This design comes from an exercise in tuning for small area, a short achievable clock period and few clock cycles per item on the open sky130 flow, not from production work.
The RTL was checked by simulation tests, not by an equivalence proof against the original design.

== run A ==
Design cct_two_channel_led_mixer_unit, start of the top module:
module cct_two_channel_led_mixer_unit #(
    parameter int FRAC_BITS = 16
) (
    input  logic                                i_clk,
    input  logic                                i_rst_n,
    input  logic                                i_cfg_we,
    input  logic [cmx_pkg::CFG_IDX_W-1:0]       i_cfg_idx,
    input  logic [cmx_pkg::CFG_W-1:0]           i_cfg_data,
    input  logic                                i_in_valid,
    output logic                                o_in_ready,
    input  logic                                i_in_light_on,
    input  logic [FRAC_BITS:0]                  i_in_level,
    input  logic [cmx_pkg::KELVIN_W-1:0]        i_in_color_temp,
    output logic                                o_out_valid,
    input  logic                                i_out_ready,
    output logic [cmx_pkg::DUTY_W-1:0]          o_out_warm_duty,
    output logic [cmx_pkg::DUTY_W-1:0]          o_out_cold_duty,
    output logic                                o_out_level_rejected
);
==> module cmx_mulbcs, before the edit <==
module cmx_mulbcs #(
    parameter int AW = 16,
    parameter int W  = 32
) (
    input  logic [AW-1:0] i_a,
    input  logic [26:0]   i_b,
    output logic [W-1:0]  o_s,
    output logic [W-1:0]  o_c
);
    localparam int T0 = AW + 1;
    function automatic logic [W-1:0] cneg();
        logic [W-1:0] c;
        c = '0;
        for (int i = 0; i < 9; i++) begin
            if (2 * i + AW + 1 < W) c = c - (W'(1) << (2 * i + AW + 1));
        end
        cneg = c;
    endfunction
    localparam logic [W-1:0]    CN  = cneg();
    localparam logic [W-T0-1:0] CH0 = CN[W-1:T0];
    localparam logic [W-T0-1:0] CH1 = CN[W-1:T0] + 1'b1;
    logic [8:0][W-1:0] rows;
    for (genvar i = 0; i < 9; i++) begin : g_row
        logic        one, two, neg;
        logic [AW:0] m, v;
        assign one = i_b[3*i+2];
        assign two = i_b[3*i+1];
        assign neg = i_b[3*i];
        assign m   = one ? {1'b0, i_a} : (two ? {i_a, 1'b0} : '0);
        assign v   = neg ? ~m : m;
        if (i == 0) begin : g_first
            assign rows[i] = {neg ? CH0 : CH1, v};
        end else begin : g_next
            logic [W-1:0] rv, nb;
            assign rv      = {{(W-AW-2){1'b0}}, !neg, v};
            assign nb      = {{(W-1){1'b0}}, i_b[3*(i-1)]};
            assign rows[i] = (rv << (2 * i)) | (nb << (2 * (i - 1)));
        end
    end
    cmx_csa #(.NR(9), .W(W)) u_csa (.i_rows(rows), .o_s(o_s), .o_c(o_c));
endmodule
make LEC_CHECK=0 CAP_MARGIN=20 CORE_MARGIN=2 CORE_UTILIZATION=65 PLACE_DENSITY=0.75 SETUP_SLACK_MARGIN=4.0 SLEW_MARGIN=20 finish   # period 8.0 ns
run.sh (not shown) runs the stock make flow with config.mk's settings and CLKGATE_MAP_FILE= SYNTH_SCRIPT=/design/flow/synth_recipe.tcl, a recipe that flattens the netlist after the stock synthesis.
Testbench counts of run A, summed over its fixed seeds: cycles 2,536, items 2,400.
The following lists how run B was set up differently from run A:
==> flow/design.v, changed modules only <==
module cmx_mulbcs #(
    parameter int AW = 16,
    parameter int W  = 32
) (
    input  logic [AW-1:0] i_a,
    input  logic [26:0]   i_b,
    output logic [W-1:0]  o_s,
    output logic [W-1:0]  o_c
);
    logic [8:0][W-1:0] rows;
    for (genvar i = 0; i < 9; i++) begin : g_row
        logic          one, two, neg;
        logic [AW:0]   m;
        logic [W-1:0]  mz, v, nb;
        assign one = i_b[3*i+2];
        assign two = i_b[3*i+1];
        assign neg = i_b[3*i];
        assign m   = one ? {1'b0, i_a} : (two ? {i_a, 1'b0} : '0);
        assign mz  = {{(W-AW-1){1'b0}}, m};
        assign v   = neg ? ~mz : mz;
        if (i == 0) begin : g_first
            assign rows[i] = v;
        end else begin : g_next
            assign nb      = {{(W-1){1'b0}}, i_b[3*(i-1)]};
            assign rows[i] = (v << (2 * i)) | (nb << (2 * (i - 1)));
        end
    end
    cmx_csa #(.NR(9), .W(W)) u_csa (.i_rows(rows), .o_s(o_s), .o_c(o_c));
endmodule
Notes after the runs:
Global-route usage sits lower in run B than in run A. Summary of run B over run A: share of post-route cells with drive strength above 1 rose 0.50 points; critical path depth rose 7. Looking at cell with the biggest individual delay on the critical path, the dfxtp_1 result is from run A; the fa_1 one comes from run B. Comparing initial antenna violation count for run A and run B, the bigger number came from run A. Cell count after placement ended up 43 higher on run B than on run A. Post-route fraction of the period consumed by the critical path in run B vs run A: up 0.26 points. Run B ended up with rd_wc[5][30] as its first element of the critical path; run A ended up with r_cb[6].
Testbench counts of run B, summed over its fixed seeds: cycles 2,536, items 2,400.

-- port drivers added, routing unchanged --
No port has a modelled driver above. Below, the same layouts with a new extraction and two added sets of constraints. Step 1 (the two cells are an assumption about what drives the block):
set clk [get_ports {i_clk}]
set_driving_cell -lib_cell sky130_fd_sc_hd__clkbuf_16 $clk
set_driving_cell -lib_cell sky130_fd_sc_hd__buf_2 [delete_from_list [all_inputs] $clk]
Step 2 times the ports against the registers' clock, not the clock port: input delays grow and output delays shrink by t, the midpoint of the rising clock arrivals with the driver on. Three values: no drivers, after step 1, after step 2; two values: the first two.
run | shift t [ns] | setup slack, ns | worst setup path after step 2 | worst data-port slew with drivers (ns)
run A | 0.962 | 4.053 / 4.053 / 4.017 | input to register | 0.04
run B | 0.949 | 4.033 / 4.033 / 3.521 | input to register | 0.04
After both steps setup and hold are still met in every run listed. For run B, which loses most, drivers alone change the setup slack by 0.000 ns; drivers and shift together by -0.512 ns.
